From an optimization exercise on the open Yosys and OpenROAD flow, aimed at small area, a short achievable clock period and few clock cycles; shortcuts taken in it are not production practice. The RTL was checked by simulation tests, not by an equivalence proof against the original design. Power is estimated from default activity; no workload was simulated.

$ cat design.v
package cfm_pkg;
   localparam int ADDR_W = 32;
   localparam int IDX_W = 4;
   localparam int PREFIX_W = 6;
   localparam int RULE_SLOTS_DEF = 16;
   localparam int RES_W = IDX_W + 2;    
   localparam logic [ADDR_W-1:0] MASK_ALL = '1;
   localparam logic [PREFIX_W-1:0] PREFIX_FULL = PREFIX_W'(ADDR_W);
   localparam logic OP_WRITE = 1'b0;
   localparam logic OP_CHECK = 1'b1;
   function automatic logic [ADDR_W-1:0] prefix_mask(input logic [PREFIX_W-1:0] len);
      logic [ADDR_W-1:0] mask;
      if (len >= PREFIX_FULL) begin
         mask = MASK_ALL;
      end else begin
         mask = ~(MASK_ALL >> len);
      end
      prefix_mask = mask;
   endfunction
endpackage
module cfm_cell #(
   parameter int INDEX = 0
) (
   input  logic                         clock,
   input  logic                         reset,       
   input  logic                         wr_go,       
   input  logic                         wr_hit,      
   input  logic [cfm_pkg::ADDR_W-1:0]   wr_network,
   input  logic [cfm_pkg::PREFIX_W-1:0] wr_prefix,
   input  logic                         wr_action,
   input  logic                         wr_enable,
   input  logic [cfm_pkg::ADDR_W-1:0]   address,
   output logic                         match,       
   output logic                         action
);
   logic [cfm_pkg::ADDR_W-1:0] net_ff;
   logic [cfm_pkg::PREFIX_W-1:0] len_ff, len_code;
   logic action_ff;
   logic valid;
   logic sel;
   assign sel = wr_go && wr_hit;
   always_comb begin
      if (!wr_enable) begin
         len_code = '1;
      end else if (wr_prefix[cfm_pkg::PREFIX_W-1]) begin
         len_code = cfm_pkg::PREFIX_FULL;
      end else begin
         len_code = wr_prefix;
      end
   end
   always_ff @(posedge clock) begin
      if (sel && wr_enable) begin
         net_ff <= wr_network;
         action_ff <= wr_action;
      end
      if (sel || reset) begin
         len_ff <= len_code | {cfm_pkg::PREFIX_W{reset}};
      end
   end
   assign valid = !(len_ff[5] && len_ff[0]);
   localparam int NBLK = cfm_pkg::ADDR_W / 4;
   logic [cfm_pkg::ADDR_W-1:0] diff;
   logic [NBLK-1:0] blk_full, blk_part, blk_miss;
   logic part1, part2, part3;
   assign diff = address ^ net_ff;
   assign part1 = len_ff[1] | len_ff[0];
   assign part2 = len_ff[1];
   assign part3 = len_ff[1] & len_ff[0];
   always_comb begin
      for (int b = 0; b < NBLK; b++) begin
         blk_full[b] = len_ff[5] || (len_ff[4:2] > 3'(b));
         blk_part[b] = !len_ff[5] && (len_ff[4:2] == 3'(b));
         blk_miss[b] = (blk_full[b] && (|diff[31-4*b -: 4])) ||
                       (blk_part[b] && ((diff[31-4*b] && part1) ||
                                        (diff[30-4*b] && part2) ||
                                        (diff[29-4*b] && part3)));
      end
   end
   assign match = valid && !(|blk_miss);
   assign action = action_ff;
endmodule
module cidr_first_match_filter_core #(
   parameter int RULE_SLOTS = cfm_pkg::RULE_SLOTS_DEF
) (
   input  logic                         clock,
   input  logic                         reset,
   input  logic                         req_valid,
   output logic                         req_ready,
   input  logic                         req_op,
   input  logic [cfm_pkg::ADDR_W-1:0]   req_address,
   input  logic [cfm_pkg::IDX_W-1:0]    req_rule_index,
   input  logic [cfm_pkg::ADDR_W-1:0]   req_rule_network,
   input  logic [cfm_pkg::PREFIX_W-1:0] req_rule_prefix,
   input  logic                         req_rule_action,
   input  logic                         req_rule_enable,
   output logic                         rsp_valid,
   input  logic                         rsp_ready,
   output logic                         rsp_allow,
   output logic                         rsp_hit,
   output logic [cfm_pkg::IDX_W-1:0]    rsp_hit_index
);
   localparam int RES_W = cfm_pkg::RES_W;
   logic advance;
   logic accept_check;
   logic h_valid;
   logic [RES_W-1:0] h_data;
   assign advance = !h_valid || rsp_ready;
   assign accept_check = !reset && req_valid && advance && (req_op == cfm_pkg::OP_CHECK);
   logic [RULE_SLOTS-1:0] match, action, write_hit;
   always_comb begin
      for (int k = 0; k < RULE_SLOTS; k++) begin
         write_hit[k] = req_valid && (req_op == cfm_pkg::OP_WRITE) &&
                        (req_rule_index == cfm_pkg::IDX_W'(k));
      end
   end
   for (genvar k = 0; k < RULE_SLOTS; k++) begin : g_cell
      cfm_cell #(
         .INDEX (k)
      ) u_cell (
         .clock      (clock),
         .reset      (reset),
         .wr_go      (advance),
         .wr_hit     (write_hit[k]),
         .wr_network (req_rule_network),
         .wr_prefix  (req_rule_prefix),
         .wr_action  (req_rule_action),
         .wr_enable  (req_rule_enable),
         .address    (req_address),
         .match      (match[k]),
         .action     (action[k])
      );
   end
   logic s1_check;
   logic [RULE_SLOTS-1:0] s1_match;
   always_ff @(posedge clock) begin
      if (advance) begin
         s1_match <= match;
      end
      if (reset) begin
         s1_check <= 1'b0;
      end else if (advance) begin
         s1_check <= accept_check;
      end
   end
   logic [RES_W-1:0] verdict;
   always_comb begin
      verdict = '0;
      for (int k = RULE_SLOTS - 1; k >= 0; k--) begin
         if (s1_match[k]) begin
            verdict = {action[k], 1'b1, cfm_pkg::IDX_W'(k)};
         end
      end
   end
   always_ff @(posedge clock) begin
      if (advance) begin
         h_data <= verdict;
      end
      if (reset) begin
         h_valid <= 1'b0;
      end else if (advance) begin
         h_valid <= s1_check;
      end
   end
   assign req_ready = advance;
   assign rsp_valid = h_valid;
   assign {rsp_allow, rsp_hit, rsp_hit_index} = h_data;
endmodule
$ cat run.sh
#!/bin/bash
# synth_recipe.tcl (not shown) runs the flow's synth.tcl, then flattens the netlist and writes it again
# the make line also repeats each setting of config.mk as NAME=value (left out here)
make -C /OpenROAD-flow-scripts/flow DESIGN_CONFIG=/design/flow/config.mk WORK_HOME=/design/flow/orfs CLKGATE_MAP_FILE= SYNTH_SCRIPT=/design/flow/synth_recipe.tcl finish
$ cat config.mk
export PLATFORM = sky130hd
export DESIGN_NAME = cidr_first_match_filter_core
export DESIGN_NICKNAME = cidr_first_match_filter_core
export VERILOG_FILES = /design/flow/design.v
export SDC_FILE = /design/flow/constraint.sdc
export NUM_CORES = 4
export LEC_CHECK = 0
export CAP_MARGIN = 20
export CORE_MARGIN = 2
export CORE_UTILIZATION = 55
export CTS_CLUSTER_DIAMETER = 60
export CTS_CLUSTER_SIZE = 25
export SETUP_SLACK_MARGIN = 2.0
export SLEW_MARGIN = 20
$ cat constraint.sdc
create_clock -name core_clock -period 4.0 [get_ports {clock}]
set_input_delay 0.8000 -clock core_clock [delete_from_list [all_inputs] [get_ports {clock}]]
set_output_delay 0.8000 -clock core_clock [all_outputs]
set_load 0.01 [all_outputs]
==> results.yml, run 1 <==
route:
  drt_iter0_markers: 3263
  vias_per_cell: 6.45
  drt.antenna.violating_nets: 0
  vias: 22510
  wire_per_inst_um: 32.1
  totalWireLength_mm: 112
  drc: 0
  first_pass_iters: 6
final_layout:
  drive_above_1_share_pct: 27.3
  syn_to_final_growth_pct: 28.7
  post-route-util_pct: 71.4
  antenna_cells: 0
  layoutNonFillerInstCount: 3490
  final_nets: 2787
grt:
  grt_usage_pct: 38.7
  grt_max_degree: 34
  grt.overflow.total: 0
  antenna_found_initial: 3
  grt_pass1_wl_mm: 153
  grt_pass1_vias: 20031
place:
  place_inst: 3178
  portBuffers: 88
  place_congestion: 0.996
  dp_hpwl_mm: 73.1
timing:
  hold_violations: 0
  rsz0062_at_grt: "yes"
  skew_ns: 0.0191
  slew_headroom_pct: 21.0
  drv_slew: 0
  hold-worst-slack_ns: 0.460
  period_share_pct: 58.4
  tns_ns: 0
  worst_pin_slew_ns: 1.18
  setup_viol: 0
  min_period_ns: 2.34
  max_freq_mhz: 428
clock_network:
  tritoncts: "yes"
  htree_levels: 2
  cts-hold-fix-buffers: 0
  clockBufferDepth: 3
  worstSkewPairLatency_ns: 0.63
  cts_sinks: 648
  clk_pin_slew_ns: 0.09
  numCtsBuffers: 45
  cts-root-buf: "clkbuf_16"
floorplanning:
  die_h_um: 239
  core_area_um2: 55000
  start_util_pct: 55.5
  die_w_um: 239
  io_pins: 89
  die_area_um2: 57300
  rows: 86
yosys:
  yosys.area.top_type: "edfxtp_1"
  synth_edf_count: 646
  yosysWarnings: 17
  async_flop_share_pct: 0
  ys_seq_area_share_pct: 63.7
  avgSynthCellArea_um2: 12.8
  synth_fp_nets: 2457
  syn_area_um2: 30500
  synth_seq_cells: 648
  synth_cell_types: 77
  synth_top_area_share_pct: 63.6
  synthFlopType: "edfxtp_1"
  synth_area_leaders: "edfxtp_1 64%, xor2_1 8.2%, xnor2_1 6.5%, a21oi_1 2.4%, nand2_1 2.0%"
  synth_cells: 2376
power:
  power.leakage_nw: 13.5
  p_per_area_nw_per_um2: 387
  vdd.ir_drop.worst_mv: 0.488
flow_run:
  maxCapViolCount: 0
setup_path:
  crit_end: "s1_match[7]"
  reg2reg_from: "g_cell[7].u_cell.len_ff[1]"
  cp-startpoint: "g_cell[7].u_cell.len_ff[1]"
  reg2reg_depth: 5
  reg2reg_slack_ns: 1.66
  cp.arrival_ns: 2.79
  cp_max_fo: 5
  worstReg2RegEnd: "s1_match[7]"
  crit_required_ns: 4.45
  critical_path_class: "flop to flop"
  crit_path_start_kind: "flop"
  setup.worst_path.end_class: "flop"
worst_hold_path:
  min_path_type: "flop to flop"
run_status:
  outcome: "finished clean"
## cells in the mapped netlist (11+ instances only)
cell type / number
edfxtp_1: 646
xor2_1: 285
xnor2_1: 227
nand2_1: 165
a21oi_1: 144
nor2_1: 137
o21ai_0: 92
clkbuf_1: 90
nor4_1: 56
inv_1: 55
nor3_1: 47
nand4_1: 32
nand3_1: 30
o22ai_1: 28
a211oi_1: 27
buf_2: 25
o211ai_1: 15
a21o_1: 13
nand2b_1: 13
a31oi_1: 12
o21ai_1: 12
or4_1: 11
## where the power goes
group          internal (mW)  switching [mW]
combinational          0.837            1.31
sequential              7.60           0.230
clock                   2.46            2.76
## sequential cells by signal, summed over array words and instances (netlist names)
signal                   flops
s1_match                    16
h_data                       6
s1_check                     1
g_cell.u_cell.net_ff       512
h_valid                      1
g_cell.u_cell.len_ff        96
g_cell.u_cell.action_ff     16
## stage by stage
| stage | area [µm²] | power [mW] | worst slack (ns) |
|---|---|---|---|
| finish | 39200 | 15.2 | 1.66 |
| global route | 39200 | 15.5 | 1.62 |
| CTS | 37700 | 14.9 | 1.74 |
| detailed placement | 33000 | 9.50 | 0.213 |
| global placement | 33000 | 9.49 | 0.280 |
| floorplan | 31500 | 8.80 | 1.33 |
## logic make-up (layout without fill, tap and decap cells)
group | after synthesis | count (layout) | synth area share (%)
flip-flops | 648 | 648 | 63.7
AND/OR/NAND/NOR | 551 | 551 | 8.82
XOR/XNOR | 512 | 512 | 14.7
AO/OA/AOI/OAI | 481 | 481 | 10.2
buffers and inverters | 176 | 542 | 2.29
multiplexers | 7 | 7 | 0.230
adder cells (fa/ha/maj) | 1 | 1 | 0.0328
## final cells by class
class	instances	area (µm²)
timing repair buffer	404	4280
inverter	55	220
fill	3682	15800
clock inverter	35	444
multi-input combinational	1552	12700
clock buffer	48	1180
tap	748	936
sequential	648	19400
## worst min-delay path by stage
| stage | end | depth (start not counted) | start |
|---|---|---|---|
| 4_1_cts | s1_check | 2 | s1_check |
| 5_1_grt | s1_check | 2 | s1_check |
| 3_5_place_dp | s1_check | 2 | s1_check |
| 3_3_place_gp | s1_check | 2 | s1_check |
| 2_1_floorplan | s1_check | 2 | s1_check |
| 6_report | s1_check | 2 | s1_check |
## placed cells by master (no fill, tap or decap), types with 45 or more instances in the layout
cell type	n
a21oi_1	123
buf_12	57
buf_4	219
clkbuf_16	48
edfxtp_1	646
inv_1	50
nand2_1	156
nor2_1	109
o21ai_0	64
xnor2_1	175
xnor2_2	45
xor2_1	243
## critical path, stage by stage (launching register included)
cell	delay (ns)
edfxtp_1	0.63
inv_1	0.37
o22ai_1	0.15
a21oi_1	0.56
o311ai_2	0.17
a211oi_2	0.28
## repair_timing
item | CTS | global route
cloned | 11 | 1
buffers inserted | 153 | 64
pin swaps | 100 | 90
endpoints found under the setup margin | 684 | 244
gates resized for setup | 494 | 190
## per-layer routing
metal  wire length (µm)  global-route usage [%]  up-vias
met1              45400                    58.6    11134
met4               3650                    10.9        2
met3              16800                    13.0      195
met2              46200                    52.9     1702
met5                106                       0        -
li1                   -                       -     9477
Testbench counts, summed over its fixed seeds: cycles 12,144.
==> run 2: changes to the inputs <==
==> flow/run.sh (new file) <==
#!/bin/bash
# The standard layout (standard.sh, ORFS synthesis to finish) with extra
# don't-use cells from flow/dont_use.mk added to the design config. Each ORFS
# step writes its own full log under orfs/logs/; make's own output goes to
# flow_make.log in the work folder.
set -euo pipefail
cat flow/dont_use.mk >> config.mk
bash standard.sh > flow_make.log 2>&1
==> flow/dont_use.mk (new file) <==
# Slow OR/AND gates kept out of synthesis and repair: the deep reductions of the
# prefix match map onto NAND/NOR trees instead.
export DONT_USE_CELLS =  sky130_fd_sc_hd__or4_1 sky130_fd_sc_hd__or4_2 sky130_fd_sc_hd__or4_4 sky130_fd_sc_hd__or4b_1 sky130_fd_sc_hd__or4b_2 sky130_fd_sc_hd__or4b_4 sky130_fd_sc_hd__or4bb_1 sky130_fd_sc_hd__or4bb_2 sky130_fd_sc_hd__or4bb_4 sky130_fd_sc_hd__or3_1 sky130_fd_sc_hd__or3_2 sky130_fd_sc_hd__or3_4 sky130_fd_sc_hd__or3b_1 sky130_fd_sc_hd__or3b_2 sky130_fd_sc_hd__or3b_4 sky130_fd_sc_hd__or2_0 sky130_fd_sc_hd__or2_1 sky130_fd_sc_hd__or2_2 sky130_fd_sc_hd__or2_4 sky130_fd_sc_hd__or2b_1 sky130_fd_sc_hd__or2b_2 sky130_fd_sc_hd__or2b_4 sky130_fd_sc_hd__and4_1 sky130_fd_sc_hd__and4_2 sky130_fd_sc_hd__and4_4 sky130_fd_sc_hd__and4b_1 sky130_fd_sc_hd__and4b_2 sky130_fd_sc_hd__and4b_4 sky130_fd_sc_hd__and4bb_1 sky130_fd_sc_hd__and4bb_2 sky130_fd_sc_hd__and4bb_4 sky130_fd_sc_hd__a2111oi_0 sky130_fd_sc_hd__o2111ai_1 sky130_fd_sc_hd__a2111o_1 sky130_fd_sc_hd__o2111a_1 sky130_fd_sc_hd__o311ai_0 sky130_fd_sc_hd__a311oi_1 sky130_fd_sc_hd__o41ai_1 sky130_fd_sc_hd__a41oi_1
==> standard.sh (new file) <==
#!/bin/bash
# synth_recipe.tcl (not shown) runs the flow's synth.tcl, then flattens the netlist and writes it again
# the make line also repeats each setting of config.mk as NAME=value (left out here)
make -C /OpenROAD-flow-scripts/flow DESIGN_CONFIG=/design/flow/config.mk WORK_HOME=/design/flow/orfs CLKGATE_MAP_FILE= SYNTH_SCRIPT=/design/flow/synth_recipe.tcl "${@:-finish}"
--- a/config.mk
+++ b/config.mk
@@ -11,4 +11,7 @@
 export CTS_CLUSTER_DIAMETER = 60
 export CTS_CLUSTER_SIZE = 25
-export SETUP_SLACK_MARGIN = 2.0
+export SETUP_SLACK_MARGIN = 1.7
 export SLEW_MARGIN = 20
+# Slow OR/AND gates kept out of synthesis and repair: the deep reductions of the
+# prefix match map onto NAND/NOR trees instead.
+export DONT_USE_CELLS =  sky130_fd_sc_hd__or4_1 sky130_fd_sc_hd__or4_2 sky130_fd_sc_hd__or4_4 sky130_fd_sc_hd__or4b_1 sky130_fd_sc_hd__or4b_2 sky130_fd_sc_hd__or4b_4 sky130_fd_sc_hd__or4bb_1 sky130_fd_sc_hd__or4bb_2 sky130_fd_sc_hd__or4bb_4 sky130_fd_sc_hd__or3_1 sky130_fd_sc_hd__or3_2 sky130_fd_sc_hd__or3_4 sky130_fd_sc_hd__or3b_1 sky130_fd_sc_hd__or3b_2 sky130_fd_sc_hd__or3b_4 sky130_fd_sc_hd__or2_0 sky130_fd_sc_hd__or2_1 sky130_fd_sc_hd__or2_2 sky130_fd_sc_hd__or2_4 sky130_fd_sc_hd__or2b_1 sky130_fd_sc_hd__or2b_2 sky130_fd_sc_hd__or2b_4 sky130_fd_sc_hd__and4_1 sky130_fd_sc_hd__and4_2 sky130_fd_sc_hd__and4_4 sky130_fd_sc_hd__and4b_1 sky130_fd_sc_hd__and4b_2 sky130_fd_sc_hd__and4b_4 sky130_fd_sc_hd__and4bb_1 sky130_fd_sc_hd__and4bb_2 sky130_fd_sc_hd__and4bb_4 sky130_fd_sc_hd__a2111oi_0 sky130_fd_sc_hd__o2111ai_1 sky130_fd_sc_hd__a2111o_1 sky130_fd_sc_hd__o2111a_1 sky130_fd_sc_hd__o311ai_0 sky130_fd_sc_hd__a311oi_1 sky130_fd_sc_hd__o41ai_1 sky130_fd_sc_hd__a41oi_1
removed: run.sh
==> results.yml, run 2 <==
flow_run:
  maxCapViolCount: 0
yosys:
  yosys.area.top_type: "edfxtp_1"
  ys_seq_area_share_pct: 62.9
  synth_seq_cells: 648
  yosysWarnings: 17
  avgSynthCellArea_um2: 12.9
  synth_fp_nets: 2470
  syn_area_um2: 30900
  synth_most_common_cell: "edfxtp_1"
  async_flop_share_pct: 0
  synthFlopType: "edfxtp_1"
  synth_cell_types: 75
  synth_area_leaders: "edfxtp_1 63%, xor2_1 7.3%, xnor2_1 7.1%, a21oi_1 2.1%, nand2_1 1.9%"
  synth_edf_count: 646
  yosys-top-cells-count: "646 x edfxtp_1, 259 x xor2_1, 252 x xnor2_1, 160 x nand2_1, 144 x nor2_1"
  synth_top_area_share_pct: 62.8
  synth_cells: 2389
route:
  drt_iter0_markers: 3877
  drt.antenna.violating_nets: 0
  drc: 0
  first_pass_iters: 7
  wire_per_inst_um: 34.1
  totalWireLength_mm: 116
  vias: 22493
  vias_per_cell: 6.60
clock_network:
  htree_levels: 2
  clk_pin_slew_ns: 0.09
  worstSkewPairLatency_ns: 0.64
  clockBufferDepth: 3
  cts-root-buf: "clkbuf_16"
  cts_sinks: 648
  tritoncts: "yes"
  numCtsBuffers: 47
run_status:
  outcome: "finished clean"
final_layout:
  final_common_cell: "edfxtp_1"
  drive_above_1_share_pct: 16.6
  final_nets: 2701
  final_cell_mix: "646 x edfxtp_1, 258 x xor2_1, 227 x xnor2_1"
  syn_to_final_growth_pct: 18.8
  largest_reg_flops: 512
  reg.largest.list: "g_cell.u_cell.net_ff x512, g_cell.u_cell.len_ff x96"
  regMostFlops: "g_cell.u_cell.net_ff"
  layoutNonFillerInstCount: 3409
setup_path:
  reg2reg_depth: 5
  cp_cell_sequence: "clkdlybuf4s15_2 > buf_6 > xor2_1 > a21oi_1 > o21ai_0 > a21oi_1 > o22ai_1 > nor3_1"
  cp_max_fo: 9
  crit_family: "compound AO/OA/AOI/OAI gates"
  slowest_stage: "o21ai_0"
  max_stage_delay_ns: 0.56
  crit_path_start_kind: "primary input"
  reg2reg_slack_ns: 1.70
  setup.worst_path.end_class: "flop"
  critical_path_class: "primary input to flop"
  cp.arrival_ns: 2.73
  reg2reg_from: "g_cell[1].u_cell.len_ff[1]"
  critical_path_buf_inv_count: 2
  crit_top_cell: "a21oi_1"
  worstReg2RegEnd: "s1_match[1]"
  crit_required_ns: 4.37
timing:
  drv_slew: 0
  skew_ns: 0.0260
  tns_ns: 0
  setup_viol: 0
  rsz0062_at_grt: "no"
  period_share_pct: 59.0
  hold_violations: 0
  min_period_ns: 2.36
  hold-worst-slack_ns: 0.454
  max_freq_mhz: 423
  fin_ws_ns: 1.64
  slew_headroom_pct: 9.68
  worst_pin_slew_ns: 1.35
grt:
  grt.busiest_layer: "met2"
  met1_usage_pct: 56.3
  grt_usage_pct: 39.3
  use_met2_pct: 56.8
  grt_pass1_vias: 20261
  grt.overflow.total: 0
  grt_pass1_wl_mm: 154
  use_met3_pct: 8.27
  antenna_found_initial: 17
  grt_max_degree: 34
place:
  portBuffers: 88
  place_congestion: 0.989
  post-place-ws_ns: 0.321
  dp_hpwl_mm: 69.2
  place_inst: 3218
power:
  p_int_mw: 10.9
  pwr-share-comb_pct: 12.1
  p_per_area_nw_per_um2: 412
  power_switching_mw: 4.24
  pwr-share-clk_pct: 36.1
  power.leakage_nw: 12.6
  vdd.ir_drop.worst_mv: 0.417
  switching_share_pct: 28.1
  power_frac_seq_pct: 51.8
floorplanning:
  io_pins: 89
  core_area_um2: 55300
  die_h_um: 241
  die_area_um2: 58100
  rows: 86
  die_w_um: 241
  start_util_pct: 55.8
worst_hold_path:
  hold_start: "s1_check"
  whs_endpoint: "s1_check"
  min_path_type: "flop to flop"
  min_delay_path_depth: 2
==> run 2: worst max path at each step <==
stage / from / to / slack [ns] / cells past startpoint
floorplan: rsp_ready / g_cell[10].u_cell.action_ff / 1.44 / 4
finish: req_address[25] / s1_match[1] / 1.64 / 8
global route: req_address[25] / s1_match[5] / 1.62 / 9
global placement: req_address[19] / s1_match[10] / 0.38 / 8
detailed placement: req_address[19] / s1_match[10] / 0.32 / 8
CTS: rsp_ready / req_ready / 1.66 / 4
==> run 2: layout make-up <==
type,count,area [µm²]
Clock inverter,37,520
Sequential cell,648,19400
Multi-Input combinational cell,1566,11100
Antenna cell,3,7.51
Tap cell,748,936
Fill cell,4169,18600
Timing Repair Buffer,303,3210
Inverter,54,206
Clock buffer,50,1230
==> run 2: worst min-delay path, stage by stage (launching register included) <==
cell	delay, ns
dfxtp_1	0.31
nand2_1	0.05
a21oi_1	0.05
==> run 2: cells by family (layout without fill, tap and decap cells) <==
kind of cell / after synthesis / in the layout / synth area share, %
other cells: 0 / 3 / 0
buf+inv: 175 / 444 / 3.02
xor+xnor: 513 / 513 / 14.6
compound gates: 485 / 485 / 10.2
mux: 5 / 5 / 0.162
flops: 648 / 648 / 62.9
simple gates: 562 / 562 / 8.99
fa+ha+maj: 1 / 1 / 0.0324
==> run 2: layer usage <==
layer / vias up / part of all wire [%]
met5: - / 0
met3: 324 / 14
met4: 0 / 5.9
met2: 1706 / 43
met1: 11093 / 37
li1: 9370 / -
==> run 2: what timing repair did <==
item,CTS,global route
resized for setup,137,92
pin swaps,9,25
endpoints found under the setup margin,171,330
hold buffers,0,0
buffers inserted,57,33
gates cloned,6,5
==> run 2: power groups by stage <==
| stage | registers [mW] | logic (mW) | clock network (mW) |
|---|---|---|---|
| floorplan | 7.82 | 0.943 | 0 |
| CTS | 7.81 | 1.70 | 5.47 |
| global placement | 7.97 | 1.58 | 0 |
| detailed placement | 7.97 | 1.58 | 0 |
| finish | 7.83 | 1.83 | 5.44 |
| global route | 7.84 | 1.89 | 5.70 |
==> run 2: stage by stage <==
step	util (%)	power (mW)	area, µm²
detailed placement	60.1	9.54	33300
global route	66.3	15.4	36700
finish	66.3	15.1	36700
CTS	65.1	15.0	36000
global placement	60.2	9.54	33300
floorplan	-	8.76	31100
==> run 3: changes to the inputs <==
--- a/design.v
+++ b/design.v
@@ -100,11 +100,9 @@
    output logic [cfm_pkg::IDX_W-1:0]    rsp_hit_index
 );
+   localparam int QD = 3;                
    localparam int RES_W = cfm_pkg::RES_W;
-   logic advance;
+   logic ready_ff;
    logic accept_check;
-   logic h_valid;
-   logic [RES_W-1:0] h_data;
-   assign advance = !h_valid || rsp_ready;
-   assign accept_check = !reset && req_valid && advance && (req_op == cfm_pkg::OP_CHECK);
+   assign accept_check = !reset && req_valid && ready_ff && (req_op == cfm_pkg::OP_CHECK);
    logic [RULE_SLOTS-1:0] match, action, write_hit;
    always_comb begin
@@ -120,5 +118,5 @@
          .clock      (clock),
          .reset      (reset),
-         .wr_go      (advance),
+         .wr_go      (ready_ff),
          .wr_hit     (write_hit[k]),
          .wr_network (req_rule_network),
@@ -134,12 +132,6 @@
    logic [RULE_SLOTS-1:0] s1_match;
    always_ff @(posedge clock) begin
-      if (advance) begin
-         s1_match <= match;
-      end
-      if (reset) begin
-         s1_check <= 1'b0;
-      end else if (advance) begin
-         s1_check <= accept_check;
-      end
+      s1_check <= accept_check;
+      s1_match <= match;
    end
    logic [RES_W-1:0] verdict;
@@ -152,15 +144,59 @@
       end
    end
+   logic [RES_W-1:0] q_data [QD];
+   logic [1:0] q_wp, q_rp, q_wp_next, q_rp_next;
+   logic [QD-1:0] q_fill;
+   logic h_valid;
+   logic [RES_W-1:0] h_data;
+   logic pop;
+   logic room_pop, room_hold;     
+   assign pop = h_valid && rsp_ready;
+   assign q_wp_next = (q_wp == 2'(QD - 1)) ? 2'd0 : q_wp + 2'd1;
+   assign q_rp_next = (q_rp == 2'(QD - 1)) ? 2'd0 : q_rp + 2'd1;
+   always_comb begin
+      case ({s1_check, ready_ff})
+         2'b00: begin room_pop = 1'b1; room_hold = !q_fill[2]; end
+         2'b11: begin room_pop = !q_fill[1]; room_hold = !q_fill[0]; end
+         default: begin room_pop = !q_fill[2]; room_hold = !q_fill[1]; end
+      endcase
+   end
    always_ff @(posedge clock) begin
-      if (advance) begin
+      if (s1_check) begin
+         q_data[q_wp] <= verdict;
+      end
+      if (!h_valid) begin
          h_data <= verdict;
+      end else if (pop) begin
+         if (q_fill[1]) begin
+            h_data <= q_data[q_rp_next];
+         end else begin
+            h_data <= verdict;
+         end
       end
       if (reset) begin
+         q_wp <= '0;
+         q_rp <= '0;
+         q_fill <= '0;
          h_valid <= 1'b0;
-      end else if (advance) begin
-         h_valid <= s1_check;
-      end
-   end
-   assign req_ready = advance;
+         ready_ff <= 1'b1;
+      end else begin
+         if (s1_check) begin
+            q_wp <= q_wp_next;
+         end
+         if (pop) begin
+            q_rp <= q_rp_next;
+         end
+         if (s1_check && !pop) begin
+            q_fill <= {q_fill[QD-2:0], 1'b1};
+         end else if (pop && !s1_check) begin
+            q_fill <= {1'b0, q_fill[QD-1:1]};
+         end
+         if (!h_valid || (pop && !q_fill[1])) begin
+            h_valid <= s1_check;
+         end
+         ready_ff <= pop ? room_pop : room_hold;
+      end
+   end
+   assign req_ready = ready_ff;
    assign rsp_valid = h_valid;
    assign {rsp_allow, rsp_hit, rsp_hit_index} = h_data;
==> flow/dont_use.mk (replaced) <==
# Slow OR/AND/MUX gates kept out of synthesis and repair: the deep reductions of
# the prefix match map onto NAND/NOR trees instead.
export DONT_USE_CELLS =  sky130_fd_sc_hd__or4_1 sky130_fd_sc_hd__or4_2 sky130_fd_sc_hd__or4_4 sky130_fd_sc_hd__or4b_1 sky130_fd_sc_hd__or4b_2 sky130_fd_sc_hd__or4b_4 sky130_fd_sc_hd__or4bb_1 sky130_fd_sc_hd__or4bb_2 sky130_fd_sc_hd__or4bb_4 sky130_fd_sc_hd__or3_1 sky130_fd_sc_hd__or3_2 sky130_fd_sc_hd__or3_4 sky130_fd_sc_hd__or3b_1 sky130_fd_sc_hd__or3b_2 sky130_fd_sc_hd__or3b_4 sky130_fd_sc_hd__or2_0 sky130_fd_sc_hd__or2_1 sky130_fd_sc_hd__or2_2 sky130_fd_sc_hd__or2_4 sky130_fd_sc_hd__or2b_1 sky130_fd_sc_hd__or2b_2 sky130_fd_sc_hd__or2b_4 sky130_fd_sc_hd__and4_1 sky130_fd_sc_hd__and4_2 sky130_fd_sc_hd__and4_4 sky130_fd_sc_hd__and4b_1 sky130_fd_sc_hd__and4b_2 sky130_fd_sc_hd__and4b_4 sky130_fd_sc_hd__and4bb_1 sky130_fd_sc_hd__and4bb_2 sky130_fd_sc_hd__and4bb_4 sky130_fd_sc_hd__a2111oi_0 sky130_fd_sc_hd__o2111ai_1 sky130_fd_sc_hd__a2111o_1 sky130_fd_sc_hd__o2111a_1 sky130_fd_sc_hd__o311ai_0 sky130_fd_sc_hd__a311oi_1 sky130_fd_sc_hd__o41ai_1 sky130_fd_sc_hd__a41oi_1 sky130_fd_sc_hd__mux4_1 sky130_fd_sc_hd__mux4_2 sky130_fd_sc_hd__mux4_4 sky130_fd_sc_hd__mux2i_1 sky130_fd_sc_hd__mux2i_2 sky130_fd_sc_hd__mux2i_4 sky130_fd_sc_hd__a2111o_2 sky130_fd_sc_hd__a2111o_4 sky130_fd_sc_hd__o2111a_2 sky130_fd_sc_hd__o2111a_4
==> config.mk (replaced) <==
export PLATFORM = sky130hd
export DESIGN_NAME = cidr_first_match_filter_core
export DESIGN_NICKNAME = cidr_first_match_filter_core
export VERILOG_FILES = /design/flow/design.v
export SDC_FILE = /design/flow/constraint.sdc
export NUM_CORES = 4
export LEC_CHECK = 0
export CAP_MARGIN = 20
export CORE_MARGIN = 2
export CORE_UTILIZATION = 55
export CTS_CLUSTER_DIAMETER = 60
export CTS_CLUSTER_SIZE = 25
export SETUP_SLACK_MARGIN = 2.05
export SLEW_MARGIN = 20
# Slow OR/AND/MUX gates kept out of synthesis and repair: the deep reductions of
# the prefix match map onto NAND/NOR trees instead.
export DONT_USE_CELLS =  sky130_fd_sc_hd__or4_1 sky130_fd_sc_hd__or4_2 sky130_fd_sc_hd__or4_4 sky130_fd_sc_hd__or4b_1 sky130_fd_sc_hd__or4b_2 sky130_fd_sc_hd__or4b_4 sky130_fd_sc_hd__or4bb_1 sky130_fd_sc_hd__or4bb_2 sky130_fd_sc_hd__or4bb_4 sky130_fd_sc_hd__or3_1 sky130_fd_sc_hd__or3_2 sky130_fd_sc_hd__or3_4 sky130_fd_sc_hd__or3b_1 sky130_fd_sc_hd__or3b_2 sky130_fd_sc_hd__or3b_4 sky130_fd_sc_hd__or2_0 sky130_fd_sc_hd__or2_1 sky130_fd_sc_hd__or2_2 sky130_fd_sc_hd__or2_4 sky130_fd_sc_hd__or2b_1 sky130_fd_sc_hd__or2b_2 sky130_fd_sc_hd__or2b_4 sky130_fd_sc_hd__and4_1 sky130_fd_sc_hd__and4_2 sky130_fd_sc_hd__and4_4 sky130_fd_sc_hd__and4b_1 sky130_fd_sc_hd__and4b_2 sky130_fd_sc_hd__and4b_4 sky130_fd_sc_hd__and4bb_1 sky130_fd_sc_hd__and4bb_2 sky130_fd_sc_hd__and4bb_4 sky130_fd_sc_hd__a2111oi_0 sky130_fd_sc_hd__o2111ai_1 sky130_fd_sc_hd__a2111o_1 sky130_fd_sc_hd__o2111a_1 sky130_fd_sc_hd__o311ai_0 sky130_fd_sc_hd__a311oi_1 sky130_fd_sc_hd__o41ai_1 sky130_fd_sc_hd__a41oi_1 sky130_fd_sc_hd__mux4_1 sky130_fd_sc_hd__mux4_2 sky130_fd_sc_hd__mux4_4 sky130_fd_sc_hd__mux2i_1 sky130_fd_sc_hd__mux2i_2 sky130_fd_sc_hd__mux2i_4 sky130_fd_sc_hd__a2111o_2 sky130_fd_sc_hd__a2111o_4 sky130_fd_sc_hd__o2111a_2 sky130_fd_sc_hd__o2111a_4
==> results.yml, run 3 <==
route:
  drt_iter0_markers: 3451
  drt.antenna.violating_nets: 1
  totalWireLength_mm: 119
  vias: 23553
  first_pass_iters: 8
  vias_per_cell: 6.55
  drc: 0
  wire_per_inst_um: 33.0
place:
  place_inst: 3326
  placed_area_um2: 34100
  place_congestion: 0.988
  dp_hpwl_mm: 73.8
  portBuffers: 88
  post-place-ws_ns: 0.402
grt:
  grt_pass1_wl_mm: 161
  grt_usage_pct: 38.9
  grt_pass1_vias: 21590
  grt.overflow.total: 0
  grt_max_degree: 34
  antenna_found_initial: 5
clock_network:
  cts-root-buf: "clkbuf_16"
  clk_pin_slew_ns: 0.10
  clockBufferDepth: 3
  numCtsBuffers: 47
  tritoncts: "yes"
  cts-hold-fix-buffers: 0
  htree_levels: 2
  worstSkewPairLatency_ns: 0.64
  cts_sinks: 674
final_layout:
  syn_to_final_growth_pct: 25.3
  multi_input_area_um2: 12800
  regMostFlops: "g_cell.u_cell.net_ff"
  drive_above_1_share_pct: 23.8
  final_nets: 2874
  final_cell_mix: "648 x edfxtp_1, 285 x xor2_1, 179 x buf_4"
  fillCellCount: 4018
  reg.largest.list: "g_cell.u_cell.net_ff x512, g_cell.u_cell.len_ff x96, q_data x18"
  final_common_cell: "edfxtp_1"
  largest_reg_flops: 512
  final-seq-area_um2: 20000
  layoutNonFillerInstCount: 3598
  fin_area_um2: 39800
timing:
  worst_pin_slew_ns: 1.22
  tns_ns: 0
  fin_ws_ns: 1.90
  rsz0062_at_grt: "yes"
  drv_slew: 0
  slew_headroom_pct: 18.3
  skew_ns: 0.0337
  period_share_pct: 52.6
  setup_viol: 0
  max_freq_mhz: 475
  min_period_ns: 2.10
  hold_violations: 0
yosys:
  synth_seq_cells: 674
  synth_fp_nets: 2585
  async_flop_share_pct: 0
  synthFlopType: "edfxtp_1"
  synth_edf_count: 648
  synth_area_leaders: "edfxtp_1 61%, xor2_1 8.5%, xnor2_1 5.7%, a21oi_1 2.1%, nor2_1 1.8%"
  synth_top_area_share_pct: 61.2
  yosys-top-cells-count: "648 x edfxtp_1, 308 x xor2_1, 206 x xnor2_1, 156 x nor2_1, 140 x nand2_1"
  yosys.area.top_type: "edfxtp_1"
  synth_cells: 2501
  avgSynthCellArea_um2: 12.7
  syn_area_um2: 31800
  yosysWarnings: 17
  synth_most_common_cell: "edfxtp_1"
  ys_seq_area_share_pct: 62.9
  synth_cell_types: 70
floorplanning:
  die_h_um: 244
  io_pins: 89
  die_w_um: 244
  rows: 88
  die_area_um2: 59700
  start_util_pct: 55.4
  core_area_um2: 57400
power:
  vdd.ir_drop.worst_mv: 0.521
  p_per_area_nw_per_um2: 379
  power.leakage_nw: 13.6
  total_power_mw: 15.1
setup_path:
  crit_path_start_kind: "flop"
  critical_path_class: "flop to flop"
  cp_max_fo: 7
  crit_required_ns: 4.53
  setup.worst_path.end_class: "flop"
  cp.arrival_ns: 2.63
worst_hold_path:
  min_path_type: "primary input to flop"
run_status:
  so.violations: "antenna violations"
  outcome: "failed layout checks"
flow_run:
  maxCapViolCount: 0
-- run 3: cell types whose count changed after synthesis, sizes merged, moves of 12 or more --
cell    before  now
nor2       144  156
xnor2      254  206
a211oi      26   46
dfxtp        2   26
inv         54   68
xor2       259  308
nor4        59   73
nand2      160  140
-- run 3: layout make-up --
cell class / count / area share (%)
clock buffers: 51 / 3.10
inverters: 69 / 0.707
diodes: 6 / 0.0377
flip-flops and latches: 674 / 50.2
multi-input cells: 1634 / 32.3
well taps: 765 / 2.40
repair buffers: 364 / 10.1
clock inverters: 35 / 1.13
-- run 3: through the flow --
stage          hold WS [ns]  utilization [%]
6_report              0.509             69.4
5_1_grt               0.509             69.4
4_1_cts               0.503             67.0
3_5_place_dp          0.489             59.5
3_3_place_gp          0.481             59.5
2_1_floorplan         0.455                -
-- run 3: what timing repair did --
item	4_1_cts	5_1_grt
buffers inserted	122	37
gates cloned	15	5
gates resized for setup	410	202
endpoints found under the setup margin	681	568
pin swaps	80	98
-- run 3: path summary, 6_finish.rpt --
path | slack (ns) | cells past startpoint | from | to
max | 1.90 | 6 | g_cell[5].u_cell.len_ff[0] | s1_match[5]
max reg2reg | 1.90 | 6 | g_cell[5].u_cell.len_ff[0] | s1_match[5]
min reg2reg | 0.52 | 2 | q_fill[0] | q_fill[0]
min | 0.51 | 2 | req_op | s1_check
-- run 3: logic make-up (layout without fill, tap and decap cells) --
family / Yosys count / in the layout / synth area share [%]
compound gates: 518 / 518 / 10.6
mux: 1 / 1 / 0.0354
xor+xnor: 514 / 514 / 14.2
simple gates: 597 / 597 / 9.46
other cells: 0 / 6 / 0
flops: 674 / 674 / 62.9
buf+inv: 193 / 519 / 2.68
fa+ha+maj: 4 / 4 / 0.150
-- run 3: metal layers --
| metal | GRT usage [%] | up-vias | wire, µm | share of wire, % |
|---|---|---|---|---|
| li1 | - | 9870 | - | - |
| met1 | 56.7 | 11652 | 46800 | 39 |
| met2 | 54.6 | 1753 | 49700 | 42 |
| met3 | 10.7 | 276 | 16300 | 14 |
| met4 | 16.6 | 2 | 5830 | 4.9 |
| met5 | 0 | - | 11 | 0.0093 |
-- run 3: critical path, cell delays in order (launching register included) --
cell       delay, ns
edfxtp_1        0.60
inv_1           0.26
nor2_1          0.08
o21a_1          0.16
o32a_1          0.16
a311o_1         0.38
a2111oi_2       0.36
-- run 3: power by group --
part           switching [mW]  total (mW)  internal, mW
sequential              0.139        7.95          7.81
clock                    2.92        5.38          2.46
combinational            1.09        1.77         0.677
Testbench counts of run 3, summed over its fixed seeds: cycles 12,144.
==> run 4: changes to the inputs <==
--- a/design.v
+++ b/design.v
@@ -151,5 +151,5 @@
    logic pop;
    logic room_pop, room_hold;     
-   assign pop = h_valid && rsp_ready;
+   assign pop = q_fill[0] && rsp_ready;
    assign q_wp_next = (q_wp == 2'(QD - 1)) ? 2'd0 : q_wp + 2'd1;
    assign q_rp_next = (q_rp == 2'(QD - 1)) ? 2'd0 : q_rp + 2'd1;
@@ -165,5 +165,5 @@
          q_data[q_wp] <= verdict;
       end
-      if (!h_valid) begin
+      if (!q_fill[0]) begin
          h_data <= verdict;
       end else if (pop) begin
@@ -192,5 +192,5 @@
             q_fill <= {1'b0, q_fill[QD-1:1]};
          end
-         if (!h_valid || (pop && !q_fill[1])) begin
+         if (!q_fill[0] || (pop && !q_fill[1])) begin
             h_valid <= s1_check;
          end
==> results.yml, run 4 <==
run_status:
  outcome: "finished clean"
setup_path:
  crit_required_ns: 4.53
  critical_path_class: "primary input to flop"
  cp_max_fo: 7
  crit_path_start_kind: "primary input"
  cp.arrival_ns: 2.55
  setup.worst_path.end_class: "flop"
timing:
  min_period_ns: 2.02
  hold-worst-slack_ns: 0.476
  hold_violations: 0
  period_share_pct: 50.6
  worst_pin_slew_ns: 1.33
  tns_ns: 0
  max_freq_mhz: 494
  slew_headroom_pct: 11.3
  skew_ns: 0.0280
  fin_ws_ns: 1.98
  setup_viol: 0
  drv_slew: 0
  rsz0062_at_grt: "yes"
place:
  dp_hpwl_mm: 68.9
  placed_area_um2: 34200
  place_congestion: 0.970
  post-place-ws_ns: 0.601
  portBuffers: 88
final_layout:
  final_common_cell: "edfxtp_1"
  regMostFlops: "g_cell.u_cell.net_ff"
  final_cell_mix: "648 x edfxtp_1, 301 x xor2_1, 146 x xnor2_1"
  final_nets: 2830
  fin_area_um2: 38900
  syn_to_final_growth_pct: 22.1
  drive_above_1_share_pct: 20.9
  reg.largest.list: "g_cell.u_cell.net_ff x512, g_cell.u_cell.len_ff x96, q_data x18"
  largest_reg_flops: 512
yosys:
  synth_area_leaders: "edfxtp_1 61%, xor2_1 8.8%, xnor2_1 5.4%, a21oi_1 2.3%, nor2_1 1.8%"
  ys_seq_area_share_pct: 62.7
  synth_cells: 2497
  async_flop_share_pct: 0
  synthFlopType: "edfxtp_1"
  synth_top_area_share_pct: 61.1
  yosys.area.top_type: "edfxtp_1"
  yosys-top-cells-count: "648 x edfxtp_1, 320 x xor2_1, 195 x xnor2_1, 151 x nor2_1, 147 x a21oi_1"
  syn_area_um2: 31800
  avgSynthCellArea_um2: 12.8
  yosysWarnings: 17
  synth_most_common_cell: "edfxtp_1"
  synth_cell_types: 72
  synth_edf_count: 648
  synth_seq_cells: 674
  synth_fp_nets: 2581
floorplanning:
  start_util_pct: 55.4
  die_w_um: 245
  io_pins: 89
  die_area_um2: 59800
  rows: 88
  core_area_um2: 57500
  die_h_um: 245
power:
  vdd.ir_drop.worst_mv: 0.430
  power.leakage_nw: 13.4
  p_per_area_nw_per_um2: 386
route:
  drc: 0
  totalWireLength_mm: 121
  drt_iter0_markers: 3575
  drt.antenna.violating_nets: 0
  first_pass_iters: 7
  vias: 23450
  vias_per_cell: 6.60
  wire_per_inst_um: 34.2
clock_network:
  cts-root-buf: "clkbuf_16"
  clockBufferDepth: 3
  numCtsBuffers: 48
  cts_sinks: 674
  htree_levels: 2
  clk_pin_slew_ns: 0.09
  tritoncts: "yes"
  worstSkewPairLatency_ns: 0.63
grt:
  grt_usage_pct: 40.1
  grt_pass1_vias: 21681
  grt_max_degree: 34
  grt.overflow.total: 0
  grt_pass1_wl_mm: 165
  antenna_found_initial: 13
flow_run:
  maxCapViolCount: 0
worst_hold_path:
  min_path_type: "primary input to flop"
## run 4: critical path: stages
cell	delay, ns
clkbuf_4	0.19
buf_12	0.19
buf_12	0.14
xnor2_1	0.22
o21ai_0	0.13
a211o_1	0.33
nand4_1	0.12
nand4b_1	0.12
nor4_1	0.28
## run 4: repair_timing
item | CTS | global route
cloned | 15 | 4
gates resized for setup | 297 | 189
pin swaps | 26 | 59
setup endpoints to repair | 718 | 310
buffers inserted | 85 | 29
hold buffers | 0 | 0
## run 4: final cells by class
type | count | area (µm²)
Antenna cell | 4 | 10.0
Sequential cell | 674 | 20000
Inverter | 75 | 282
Multi-Input combinational cell | 1625 | 12300
Tap cell | 765 | 957
Timing Repair Buffer | 322 | 3640
Clock buffer | 54 | 1250
Clock inverter | 34 | 435
Fill cell | 4204 | 18600
## run 4: path summary, 6_finish.rpt
kind	start	to	slack (ns)	cells past startpoint
worst min-delay path	req_op	s1_check	0.48	2
worst max-delay path	req_address[21]	s1_match[3]	1.98	9
worst max register to register	ready_ff	g_cell[3].u_cell.net_ff[4]	2.06	9
worst min register to register	h_valid	h_valid	0.53	2
## run 4: logic make-up after synthesis
group                      share of synthesized area (%)
AOI/OAI and AO/OA                                   11.0
xor gates and xnor gates                            14.2
adders and majority gates                          0.149
buffers and inverters                               2.80
DFF                                                 62.7
muxes                                              0.248
and+or+nand+nor                                     8.90
## run 4: report_power, final
group	switching, mW	internal, mW	total, mW
clock network	2.82	2.56	5.38
logic	1.12	0.606	1.72
registers	0.119	7.80	7.92
total	4.06	11.0	15.0
## run 4: layer usage
layer / routed length (µm) / global-route usage (%) / vias to the layer above
li1: - / - / 9794
met1: 44100 / 54.3 / 11663
met2: 54200 / 61.7 / 1636
met3: 15300 / 8.18 / 357
met4: 7970 / 20.7 / 0
met5: 0 / 0 / -
## run 4: stage by stage
step	std cells	power, mW	util (%)
finish	3553	15.0	67.7
CTS	3516	14.9	65.8
detailed placement	3328	9.46	59.5
floorplan	2497	8.73	-
global placement	3326	9.45	59.4
global route	3549	15.3	67.6
Testbench counts of run 4, summed over its fixed seeds: cycles 12,144.
==> run 5: changes to the inputs <==
--- a/config.mk
+++ b/config.mk
@@ -6,11 +6,11 @@
 export NUM_CORES = 4
 export LEC_CHECK = 0
-export CAP_MARGIN = 20
+export CAP_MARGIN = 10
 export CORE_MARGIN = 2
 export CORE_UTILIZATION = 55
 export CTS_CLUSTER_DIAMETER = 60
 export CTS_CLUSTER_SIZE = 25
-export SETUP_SLACK_MARGIN = 2.05
-export SLEW_MARGIN = 20
+export SETUP_SLACK_MARGIN = 2.2
+export SLEW_MARGIN = 10
 # Slow OR/AND/MUX gates kept out of synthesis and repair: the deep reductions of
 # the prefix match map onto NAND/NOR trees instead.
==> results.yml, run 5 <==
run_status:
  outcome: "finished clean"
final_layout:
  reg.largest.list: "g_cell.u_cell.net_ff x512, g_cell.u_cell.len_ff x96, q_data x18"
  final_common_cell: "edfxtp_1"
  fillCellCount: 3635
  syn_to_final_growth_pct: 33.6
  layoutNonFillerInstCount: 3718
  largest_reg_flops: 512
  regMostFlops: "g_cell.u_cell.net_ff"
  final_nets: 2991
  drive_above_1_share_pct: 28.0
  final_cell_mix: "648 x edfxtp_1, 279 x xor2_1, 185 x buf_4"
yosys:
  yosys-top-cells-count: "648 x edfxtp_1, 320 x xor2_1, 195 x xnor2_1, 151 x nor2_1, 147 x a21oi_1"
  synth_top_area_share_pct: 61.1
  avgSynthCellArea_um2: 12.8
  synth_seq_cells: 674
  synth_most_common_cell: "edfxtp_1"
  syn_area_um2: 31800
  yosys.area.top_type: "edfxtp_1"
  async_flop_share_pct: 0
  yosysWarnings: 17
  synth_fp_nets: 2581
  synth_area_leaders: "edfxtp_1 61%, xor2_1 8.8%, xnor2_1 5.4%, a21oi_1 2.3%, nor2_1 1.8%"
  synth_cell_types: 72
  synthFlopType: "edfxtp_1"
  synth_edf_count: 648
  ys_seq_area_share_pct: 62.7
  synth_cells: 2497
clock_network:
  numCtsBuffers: 48
  clockBufferDepth: 3
  htree_levels: 2
  tritoncts: "yes"
  cts-hold-fix-buffers: 0
  cts-root-buf: "clkbuf_16"
  clk_pin_slew_ns: 0.08
  worstSkewPairLatency_ns: 0.65
  cts_sinks: 674
route:
  vias: 25073
  drt_iter0_markers: 3978
  dr_wl_met3_mm: 17.1
  vias_per_cell: 6.74
  totalWireLength_mm: 133
  routedLengthMet1_mm: 46.5
  wire_per_inst_um: 35.8
  dr_wl_met2_mm: 58.4
  drt.antenna.violating_nets: 0
  routed.top_layer: "met4"
  drc: 0
  first_pass_iters: 6
setup_path:
  cp.arrival_ns: 1.25
  reg2reg_depth: 11
  crit_required_ns: 3.20
  setup.worst_path.end_class: "primary output"
  crit_path_start_kind: "flop"
  critical_path_class: "flop to primary output"
  cp_max_fo: 2
grt:
  grt_pass1_vias: 22504
  antenna_found_initial: 9
  grt_pass1_wl_mm: 172
  grt_usage_pct: 42.1
  grt_max_degree: 34
  grt.overflow.total: 0
floorplanning:
  io_pins: 89
  die_area_um2: 59800
  rows: 88
  die_h_um: 245
  core_area_um2: 57500
  die_w_um: 245
  start_util_pct: 55.4
timing:
  min_period_ns: 2.05
  drv_slew: 0
  rsz0062_at_grt: "yes"
  tns_ns: 0
  worst_pin_slew_ns: 1.37
  setup_viol: 0
  hold-worst-slack_ns: 0.466
  period_share_pct: 51.3
  max_freq_mhz: 487
  skew_ns: 0.0293
  hold_violations: 0
  slew_headroom_pct: 8.73
place:
  place_inst: 3326
  portBuffers: 88
  dp_hpwl_mm: 68.3
  place_congestion: 0.970
power:
  power.leakage_nw: 14.9
  vdd.ir_drop.worst_mv: 0.394
  p_per_area_nw_per_um2: 363
worst_hold_path:
  min_path_type: "primary input to flop"
  min_delay_path_depth: 2
flow_run:
  maxCapViolCount: 0
## run 5: cell counts after synthesis
Identical to the previous run, type by type.
## run 5: through the flow
step,utilization (%),power (mW),cell area (µm²),setup WS [ns]
2_1_floorplan,-,8.73,32000,1.25
3_3_place_gp,59.4,9.45,34200,0.622
3_5_place_dp,59.4,9.45,34100,0.622
4_1_cts,68.7,15.2,39500,1.98
5_1_grt,74.0,15.7,42500,1.93
6_report,74.0,15.5,42500,1.95
## run 5: path summary, 6_finish.rpt
kind,from,to,slack (ns)
worst min-delay path,req_op,s1_check,0.47
worst min register to register,h_valid,h_valid,0.55
worst max-delay path,ready_ff,req_ready,1.95
worst max register to register,ready_ff,g_cell[7].u_cell.net_ff[14],1.97
## run 5: area by class of cell
class	instances	area (µm²)	area share [%]
timing repair buffer	483	6440	15.1
inverter	75	282	0.662
clock buffer	54	1260	2.97
clock inverter	36	492	1.16
sequential	674	20000	47.0
multi-input combinational	1625	13100	30.8
antenna	6	15.0	0.0353
tap	765	957	2.25
## run 5: kinds of logic after synthesis
logic type      Yosys count  share of synthesized area [%]
simple gates            564                           8.90
buf+inv                 198                           2.80
compound gates          534                           11.0
flops                   674                           62.7
xor+xnor                516                           14.2
fa+ha+maj                 4                          0.149
mux                       7                          0.248
## run 5: critical path: stages (launching register included)
cell and delay [ns]:
dfxtp_4 0.35, buf_4 0.15, buf_6 0.11
## run 5: timing repair
item                       4_1_cts  5_1_grt
pin swaps                       53      131
gates cloned                    37       30
setup endpoints to repair      769      656
resized for setup              479      298
setup buffers                  149       80
## run 5: routing by layer
layer	GRT usage (%)	up-vias
li1	-	10119
met1	56.6	12401
met2	64.3	2029
met3	7.95	524
met4	24.5	0
met5	0	-
## run 5: power breakdown
group          internal [mW]  switching [mW]  total, mW
Sequential              7.80           0.112       7.91
Combinational          0.745            1.23       1.97
Clock                   2.67            2.90       5.57
Total                   11.2            4.24       15.5
==> run 6: changes to the inputs <==
--- a/config.mk
+++ b/config.mk
@@ -6,11 +6,12 @@
 export NUM_CORES = 4
 export LEC_CHECK = 0
-export CAP_MARGIN = 10
+export CAP_MARGIN = 20
 export CORE_MARGIN = 2
 export CORE_UTILIZATION = 55
 export CTS_CLUSTER_DIAMETER = 60
 export CTS_CLUSTER_SIZE = 25
-export SETUP_SLACK_MARGIN = 2.2
-export SLEW_MARGIN = 10
+export SETUP_SLACK_MARGIN = 2.05
+export SLEW_MARGIN = 20
+export TNS_END_PERCENT = 0
 # Slow OR/AND/MUX gates kept out of synthesis and repair: the deep reductions of
 # the prefix match map onto NAND/NOR trees instead.
==> results.yml, run 6 <==
final_layout:
  fin_area_um2: 37900
  largest_reg_flops: 512
  final_nets: 2785
  final_common_cell: "edfxtp_1"
  reg.largest.list: "g_cell.u_cell.net_ff x512, g_cell.u_cell.len_ff x96, q_data x18"
  drive_above_1_share_pct: 16.5
  fillCellCount: 4334
  final_cell_mix: "648 x edfxtp_1, 309 x xor2_1, 175 x xnor2_1"
  syn_to_final_growth_pct: 18.9
  regMostFlops: "g_cell.u_cell.net_ff"
  post-route-util_pct: 65.9
timing:
  hold_violations: 0
  max_freq_mhz: 466
  setup_viol: 0
  drv_slew: 0
  rsz0062_at_grt: "yes"
  period_share_pct: 53.7
  min_period_ns: 2.15
  slew_headroom_pct: 15.7
  tns_ns: 0
  worst_pin_slew_ns: 1.26
  skew_ns: 0.0263
run_status:
  outcome: "finished clean"
setup_path:
  critical_path_class: "primary input to flop"
  cp_max_fo: 4
  max_stage_delay_ns: 0.38
  slowest_stage: "nor4_2"
  crit_family: "buffers and inverters"
  cp.arrival_ns: 2.66
  cp_cell_sequence: "dlygate4sd2_1 > buf_8 > buf_4 > xor2_1 > nor4_2 > o21ai_1 > a211o_1 > a221oi_1"
  crit_path_start_kind: "primary input"
  critical_path_buf_inv_count: 3
  setup.worst_path.end_class: "flop"
  crit_required_ns: 4.51
yosys:
  synth_cell_types: 72
  ys_seq_area_share_pct: 62.7
  avgSynthCellArea_um2: 12.8
  async_flop_share_pct: 0
  synth_fp_nets: 2581
  synth_most_common_cell: "edfxtp_1"
  synthFlopType: "edfxtp_1"
  synth_cells: 2497
  yosysWarnings: 17
  synth_edf_count: 648
  yosys.area.top_type: "edfxtp_1"
  synth_top_area_share_pct: 61.1
  synth_area_leaders: "edfxtp_1 61%, xor2_1 8.8%, xnor2_1 5.4%, a21oi_1 2.3%, nor2_1 1.8%"
  synth_seq_cells: 674
  yosys-top-cells-count: "648 x edfxtp_1, 320 x xor2_1, 195 x xnor2_1, 151 x nor2_1, 147 x a21oi_1"
  syn_area_um2: 31800
route:
  first_pass_iters: 7
  drc: 0
  totalWireLength_mm: 117
  drt.antenna.violating_nets: 0
  vias: 23002
  drt_iter0_markers: 3429
  wire_per_inst_um: 33.4
  vias_per_cell: 6.56
clock_network:
  worstSkewPairLatency_ns: 0.63
  numCtsBuffers: 46
  clockBufferDepth: 3
  clk_pin_slew_ns: 0.08
  cts_sinks: 674
  cts-hold-fix-buffers: 0
  cts-root-buf: "clkbuf_16"
  htree_levels: 2
  tritoncts: "yes"
power:
  power.leakage_nw: 12.9
  total_power_mw: 14.8
  vdd.ir_drop.worst_mv: 0.425
  p_per_area_nw_per_um2: 392
floorplanning:
  die_area_um2: 59800
  die_h_um: 245
  start_util_pct: 55.4
  core_area_um2: 57500
  io_pins: 89
  die_w_um: 245
  rows: 88
worst_hold_path:
  min_path_type: "primary input to flop"
grt:
  grt_pass1_vias: 22024
  grt_max_degree: 34
  grt.overflow.total: 0
  antenna_found_initial: 10
  grt_pass1_wl_mm: 161
  grt_usage_pct: 38.7
place:
  place_congestion: 0.975
  placed_area_um2: 34200
  dp_hpwl_mm: 73.7
  portBuffers: 88
flow_run:
  maxCapViolCount: 0
## run 6: cell type report
cell class	instances	area, µm²	area share, %
Antenna cell	2	5.00	0.0132
Inverter	75	282	0.743
Clock buffer	53	1260	3.33
Clock inverter	33	420	1.11
Multi-Input combinational cell	1625	11900	31.4
Tap cell	765	957	2.53
Sequential cell	674	20000	52.8
Timing Repair Buffer	279	3070	8.09
## run 6: logic make-up after synthesis
family	Yosys count	share of synthesized area, %
and+or+nand+nor	564	8.90
adders and majority gates	4	0.149
xor gates and xnor gates	516	14.2
AOI/OAI and AO/OA	534	11.0
buffers and inverters	198	2.80
DFF	674	62.7
muxes	7	0.248
## run 6: stage by stage
step           setup slack (ns)  instances  hold WS (ns)
2_1_floorplan              1.25       2497         0.482
3_3_place_gp              0.563       3336         0.496
3_5_place_dp              0.575       3336         0.519
4_1_cts                    1.82       3480         0.530
5_1_grt                    1.79       3504         0.502
6_report                   1.85       3506         0.505
## run 6: worst reg2reg max path: cells and delay by family (launching register included)
kind	cells	cell delay, ns
flops	1	0.60
compound gates	2	0.42
simple gates	3	0.95
## run 6: power breakdown
group          total (mW)  internal (mW)  switching [mW]
clock network        5.32           2.64            2.68
logic                1.60          0.551            1.04
registers            7.92           7.80           0.120
## run 6: worst paths after layout
check / startpoint / end / slack (ns) / depth (start not counted)
setup / recovery: req_address[4] / s1_match[9] / 1.85 / 8
hold / removal: req_valid / s1_check / 0.51 / 3
setup reg to reg: g_cell[12].u_cell.len_ff[0] / s1_match[12] / 1.89 / 5
hold reg to reg: h_valid / h_valid / 0.53 / 2
## run 6: metal layers
metal | global-route usage (%) | wire length (µm)
met1 | 52.4 | 42400
met4 | 19.3 | 7160
met2 | 61.1 | 53300
met3 | 6.27 | 14200
met5 | 0 | 16
## run 6: repair_timing
action,in CTS,in global routing
pin swaps,31,28
cloned,5,5
endpoints found under the setup margin,731,732
buffers inserted,53,19
resized for setup,177,112

port drivers added, routing unchanged:
In the flow no input, the clock included, has a driving cell. The finished layouts below were timed again as built, in two steps.
Step 1: set_driving_cell puts a clkbuf_16 on clock and a buf_2 on each other input, an assumption about the parent block.
Step 2, shift: input delay + t, output delay - t, t = (earliest + latest rising clock arrival at the registers) / 2. This alone moves slack from input paths to output paths.
Slacks: ideal / step 1 / step 2; pairs: ideal / step 1.
run | t (ns) | setup slack, ns | hold WS [ns] | worst setup path at the end | slew at the worst register clock pin (ns)
run 1 | 0.679 | 1.663 / 1.663 / 1.090 | 0.460 / 0.460 / 0.460 | input to register | 0.10 / 0.10
run 2 | 0.682 | 1.638 / 1.674 / 0.992 | 0.454 / 0.454 / 0.454 | input to register | 0.10 / 0.10
run 3 | 0.689 | 1.896 / 1.896 / 1.332 | 0.509 / 0.470 / 0.517 | input to register | 0.10 / 0.10
run 4 | 0.684 | 1.976 / 1.960 / 1.334 | 0.476 / 0.441 / 0.532 | input to register | 0.10 / 0.10
run 5 | 0.699 | 1.948 / 1.882 / 1.346 | 0.466 / 0.420 / 0.552 | input to register | 0.10 / 0.10
run 6 | 0.674 | 1.852 / 1.842 / 1.225 | 0.505 / 0.460 / 0.531 | input to register | 0.10 / 0.10
The setup slack of run 2, which loses most, moves by +0.036 ns with the drivers and by -0.646 ns with both steps.
